Source: an optimization exercise on an open RTL-to-GDS flow (aim: small area and a short achievable clock period). Production flows keep margins and buffers that such runs may drop.
Where RTL was checked, it was by simulation tests only, not by an equivalence proof against the original.
Power and IR drop assume default switching activity.

## wip/raven
==> flow/design.v <==
package data_mem_pkg;
  localparam int DEF_DATA_W  = 8;
  localparam int DEF_ADDR_W  = 8;
  localparam int DEF_DEPTH   = 256;
  localparam int DEF_LATENCY = 10;
  localparam int LONG_L  = 10;
  localparam int SHORT_L = 8;
  localparam int LONG_R  = 24;
  localparam int SHORT_R = 2;
  localparam int RINGS   = LONG_R + SHORT_R;
endpackage
module data_mem_array #(
  parameter int W  = 9,
  parameter int LL = 10,
  parameter int LR = 24,
  parameter int SL = 8,
  parameter int SR = 2
) (
  input  logic                 clk,
  input  logic                 clr_i,    
  input  logic [LR+SR-1:0]     we_i,     
  input  logic [W-1:0]         wdata_i,
  output logic [(LR+SR)*W-1:0] taps_o    
);
  for (genvar r = 0; r < LR + SR; r++) begin : g_ring
    localparam int L = (r < LR) ? LL : SL;
    logic [L*W-1:0] st_q;
    logic [W-1:0]   ins;
    assign ins = we_i[r] ? wdata_i : (clr_i ? '0 : st_q[L*W-1 -: W]);
    always_ff @(posedge clk) begin
      st_q <= {st_q[(L-1)*W-1:0], ins};
    end
    assign taps_o[r*W +: W] = st_q[L*W-1 -: W];
  end
endmodule
module data_mem_lat
#(
  parameter int DATA_W  = data_mem_pkg::DEF_DATA_W,
  parameter int ADDR_W  = data_mem_pkg::DEF_ADDR_W,
  parameter int DEPTH   = data_mem_pkg::DEF_DEPTH,
  parameter int LATENCY = data_mem_pkg::DEF_LATENCY
) (
  input  logic              clk,
  input  logic              rst,
  input  logic              read,
  input  logic              write,
  input  logic [ADDR_W-1:0] address,
  input  logic [DATA_W-1:0] write_data,
  input  logic              parity_inj,
  output logic [DATA_W-1:0] read_data,
  output logic              busy_wait,
  output logic              err,
  output logic              parity_err
);
  localparam int LL = data_mem_pkg::LONG_L;
  localparam int SL = data_mem_pkg::SHORT_L;
  localparam int LR = data_mem_pkg::LONG_R;
  localparam int SR = data_mem_pkg::SHORT_R;
  localparam int R  = data_mem_pkg::RINGS;
  localparam int W  = DATA_W + 1;
  localparam int CNT_W = $clog2(LATENCY);
  localparam logic [CNT_W-1:0] CNT_LAST = CNT_W'(LATENCY - 1);
  logic             idle_q, busy_q, done_q;
  logic [CNT_W-1:0] cnt_q;
  logic [3:0]       phl_q;      
  logic [2:0]       phs_q;      
  logic             sweep_q;    
  logic             wr_q;
  logic [4:0]       ring_q;     
  logic             short_q;    
  logic [3:0]       tgt_q;      
  logic [DATA_W-1:0] wd_q;      
  logic             inj_q;      
  logic [DATA_W-1:0] rdata_q;
  logic             perr_q;
  logic             err_q;
  logic             hit_q;      
  logic             req_valid, accept, last;
  logic             busy_d;
  logic [3:0]       phl_d;
  logic [2:0]       phs_d;
  logic [4:0]       ring_a;
  logic             short_a;
  logic [3:0]       tgt_a;
  logic             short_d;
  logic [3:0]       tgt_d;
  logic [R-1:0]     we;
  logic [R*W-1:0]   taps;
  logic [W-1:0]     tap, rword;
  assign req_valid = read ^ write;
  assign accept    = idle_q & req_valid;
  assign busy_wait = busy_q | (idle_q & req_valid & ~rst);
  assign last = busy_q && (cnt_q == CNT_LAST);
  always_ff @(posedge clk or posedge rst) begin
    if (rst) begin
      idle_q <= 1'b1;
      busy_q <= 1'b0;
      done_q <= 1'b0;
      cnt_q  <= '0;
    end else begin
      if (accept) begin
        idle_q <= 1'b0;
        busy_q <= 1'b1;
      end else if (last) begin
        busy_q <= 1'b0;
        done_q <= 1'b1;
      end else if (done_q) begin
        done_q <= 1'b0;
        idle_q <= 1'b1;
      end
      cnt_q <= busy_q ? cnt_q + 1'b1 : '0;
    end
  end
  assign phl_d = (phl_q == 4'(LL - 1)) ? '0 : phl_q + 1'b1;
  assign phs_d = phs_q + 1'b1;
  always_ff @(posedge clk or posedge rst) begin
    if (rst) begin
      phl_q   <= '0;
      phs_q   <= '0;
      sweep_q <= 1'b1;
    end else begin
      phl_q <= phl_d;
      phs_q <= phs_d;
      if (phl_q == 4'(LL - 1)) sweep_q <= 1'b0;
    end
  end
  always_comb begin
    if (address[7:6] != 2'b11) begin
      ring_a  = address[7:3];
      short_a = 1'b0;
      tgt_a   = 4'(LL - 1) - {1'b0, address[2:0]};
    end else if (address[5:4] != 2'b11) begin
      ring_a  = {address[5:3], address[2:1]};
      short_a = 1'b0;
      tgt_a   = address[0] ? 4'd0 : 4'd1;
    end else begin
      ring_a  = 5'(LR) + {4'd0, address[3]};
      short_a = 1'b1;
      tgt_a   = {1'b0, ~address[2:0]};
    end
  end
  assign busy_d  = accept | (busy_q & ~last);
  assign short_d = accept ? short_a : short_q;
  assign tgt_d   = accept ? tgt_a : tgt_q;
  always_ff @(posedge clk or posedge rst) begin
    if (rst) hit_q <= 1'b0;
    else     hit_q <= busy_d && (short_d ? ({1'b0, phs_d} == tgt_d) : (phl_d == tgt_d));
  end
  always_ff @(posedge clk) begin
    if (accept) begin
      wr_q    <= write;
      ring_q  <= ring_a;
      short_q <= short_a;
      tgt_q   <= tgt_a;
      wd_q    <= write_data;
      inj_q   <= parity_inj;
    end else if (hit_q && !wr_q) begin
      {inj_q, wd_q} <= rword;
    end
  end
  always_comb begin
    we = '0;
    we[ring_q] = hit_q & wr_q;
  end
  data_mem_array #(
    .W  (W),
    .LL (LL),
    .LR (LR),
    .SL (SL),
    .SR (SR)
  ) u_array (
    .clk     (clk),
    .clr_i   (sweep_q),
    .we_i    (we),
    .wdata_i ({inj_q, wd_q}),
    .taps_o  (taps)
  );
  assign tap   = taps[ring_q*W +: W];
  assign rword = sweep_q ? '0 : tap;
  always_ff @(posedge clk or posedge rst) begin
    if (rst) begin
      rdata_q <= '0;
      perr_q  <= 1'b0;
      err_q   <= 1'b0;
    end else begin
      if (last && !wr_q) rdata_q <= hit_q ? rword[DATA_W-1:0] : wd_q;
      perr_q <= last && !wr_q && (hit_q ? rword[W-1] : inj_q);
      err_q  <= idle_q && read && write;
    end
  end
  assign read_data  = rdata_q;
  assign err        = err_q;
  assign parity_err = perr_q;
endmodule
export LEC_CHECK = 0
export ABC_AREA = 1
export CAP_MARGIN = 20
export CORE_MARGIN = 2
export CORE_UTILIZATION = 65
export CTS_CLUSTER_DIAMETER = 70
export CTS_CLUSTER_SIZE = 32
export SETUP_SLACK_MARGIN = 4.0
export SLEW_MARGIN = 40
create_clock -name core_clock -period 7.5 [get_ports {clk}]
standard.sh (not shown) runs the stock make flow with config.mk's settings and CLKGATE_MAP_FILE= SYNTH_SCRIPT=/design/flow/synth_recipe.tcl, a recipe that flattens the netlist after the stock synthesis.
==> flow/flow/run.sh <==
#!/bin/bash
# Layout flow: the standard layout (standard.sh), except that ABC maps
# the combinational logic for area (flow/abc_area_map.script) instead of
# ORFS's speed-oriented mapping. Synthesis is otherwise the standard one
# (flow/synth_area.tcl is synth_recipe.tcl with an abc wrapper), so the
# registers, their names and cell types are unchanged.
set -euo pipefail
here=$(pwd)
export FLOW_ABC_SCRIPT="$here/flow/abc_area_map.script"
bash standard.sh SYNTH_SCRIPT="$here/flow/synth_area.tcl" finish > "$here/run_standard.log" 2>&1
==> flow/flow/abc_area_map.script <==
strash
dch -f
map -a
topo
stime -c
==> flow/flow/synth_area.tcl <==
# Standard synthesis (synth_recipe.tcl), with ABC's technology mapping done
# for area: the abc command is given abc_area_map.script instead.
proc synth {args} { yosys synth -nofsm -noshare {*}$args }
proc abc {args} {
  set i [lsearch -exact $args -script]
  if {$i >= 0} { lset args [expr {$i + 1}] $::env(FLOW_ABC_SCRIPT) }
  yosys abc {*}$args
}
source $::env(SCRIPTS_DIR)/synth.tcl
# left out here: clear keep_hierarchy, flatten, clean up, hide names made inside functions, write 1_2_yosys.v
Changes in wip/sierra relative to wip/raven:
--- a/flow/design.v
+++ b/flow/design.v
@@ -82,11 +82,11 @@
   logic [4:0]       ring_a;
   logic             short_a;
   logic [3:0]       tgt_a;
   logic             short_d;
   logic [3:0]       tgt_d;
-  logic [R-1:0]     we;
+  logic [R-1:0]     rsel, we;
   logic [R*W-1:0]   taps;
   logic [W-1:0]     tap, rword;
   assign req_valid = read ^ write;
   assign accept    = idle_q & req_valid;
   assign busy_wait = busy_q | (idle_q & req_valid & ~rst);
@@ -138,18 +138,18 @@
       short_a = 1'b1;
       tgt_a   = {1'b0, ~address[2:0]};
     end
   end
   assign busy_d  = accept | (busy_q & ~last);
-  assign short_d = accept ? short_a : short_q;
-  assign tgt_d   = accept ? tgt_a : tgt_q;
+  assign short_d = idle_q ? short_a : short_q;
+  assign tgt_d   = idle_q ? tgt_a : tgt_q;
   always_ff @(posedge clk or posedge rst) begin
     if (rst) hit_q <= 1'b0;
     else     hit_q <= busy_d && (short_d ? ({1'b0, phs_d} == tgt_d) : (phl_d == tgt_d));
   end
   always_ff @(posedge clk) begin
-    if (accept) begin
+    if (idle_q) begin
       wr_q    <= write;
       ring_q  <= ring_a;
       short_q <= short_a;
       tgt_q   <= tgt_a;
       wd_q    <= write_data;
@@ -157,13 +157,13 @@
     end else if (hit_q && !wr_q) begin
       {inj_q, wd_q} <= rword;
     end
   end
   always_comb begin
-    we = '0;
-    we[ring_q] = hit_q & wr_q;
+    for (int r = 0; r < R; r++) rsel[r] = (ring_q == 5'(r));
   end
+  assign we = rsel & {R{hit_q & wr_q}};
   data_mem_array #(
     .W  (W),
     .LL (LL),
     .LR (LR),
     .SL (SL),
@@ -173,11 +173,14 @@
     .clr_i   (sweep_q),
     .we_i    (we),
     .wdata_i ({inj_q, wd_q}),
     .taps_o  (taps)
   );
-  assign tap   = taps[ring_q*W +: W];
+  always_comb begin
+    tap = '0;
+    for (int r = 0; r < R; r++) tap |= taps[r*W +: W] & {W{rsel[r]}};
+  end
   assign rword = sweep_q ? '0 : tap;
   always_ff @(posedge clk or posedge rst) begin
     if (rst) begin
       rdata_q <= '0;
       perr_q  <= 1'b0;
[summary]
Having completed the whole flow, wip/sierra delivered a layout that passed the timing, design-rule and antenna checks. Summary of wip/sierra over wip/raven: global-route track usage on met2 down 1.4 points; overall power consumption down 3.5%; core utilization up 0.19 points. The run showing the smaller overall die height is wip/sierra. wip/sierra vs wip/raven: critical path depth down. The higher clock insertion delay at the later pin of the skew report of wip/sierra and wip/raven is in wip/sierra. Of wip/sierra and wip/raven, the higher global-route track usage on met1 belongs to wip/sierra. The worst hold margin on wip/raven is in line with that on wip/sierra. Against wip/raven as the reference, wip/sierra delivers a lower design area.
No functional check of the RTL was part of wip/raven.

==> separate check: timing with driven ports <==
No port has a modelled driver above. Below, the same layouts with a new extraction and two added sets of constraints.
Step 1 (the two cells are an assumption about what drives the block):
set clk [get_ports {clk}]
set_driving_cell -lib_cell sky130_fd_sc_hd__clkbuf_16 $clk
set_driving_cell -lib_cell sky130_fd_sc_hd__buf_2 [delete_from_list [all_inputs] $clk]
Step 2 adds t to the input delays and takes it off the output delays; t is the mean of the earliest and latest rising clock arrival at the registers after step 1. Input paths then give back, and output paths get back, about the clock's delay inside the block.
Slacks: ideal ports / drivers / drivers and shift; pairs: ideal ports / drivers.
run | shift t [ns] | setup WS [ns] | worst hold slack (ns) | clock arrival spread, ns
wip/raven | 0.725 | 3.747 / 3.710 / 3.636 | 0.323 / 0.323 / 0.323 | 0.020 / 0.020
wip/sierra | 0.729 | 3.722 / 3.671 / 3.449 | 0.323 / 0.323 / 0.323 | 0.028 / 0.028
After both steps setup and hold are still met in every run listed. For wip/sierra, which loses most, drivers alone change the setup slack by -0.051 ns; drivers and shift together by -0.273 ns.
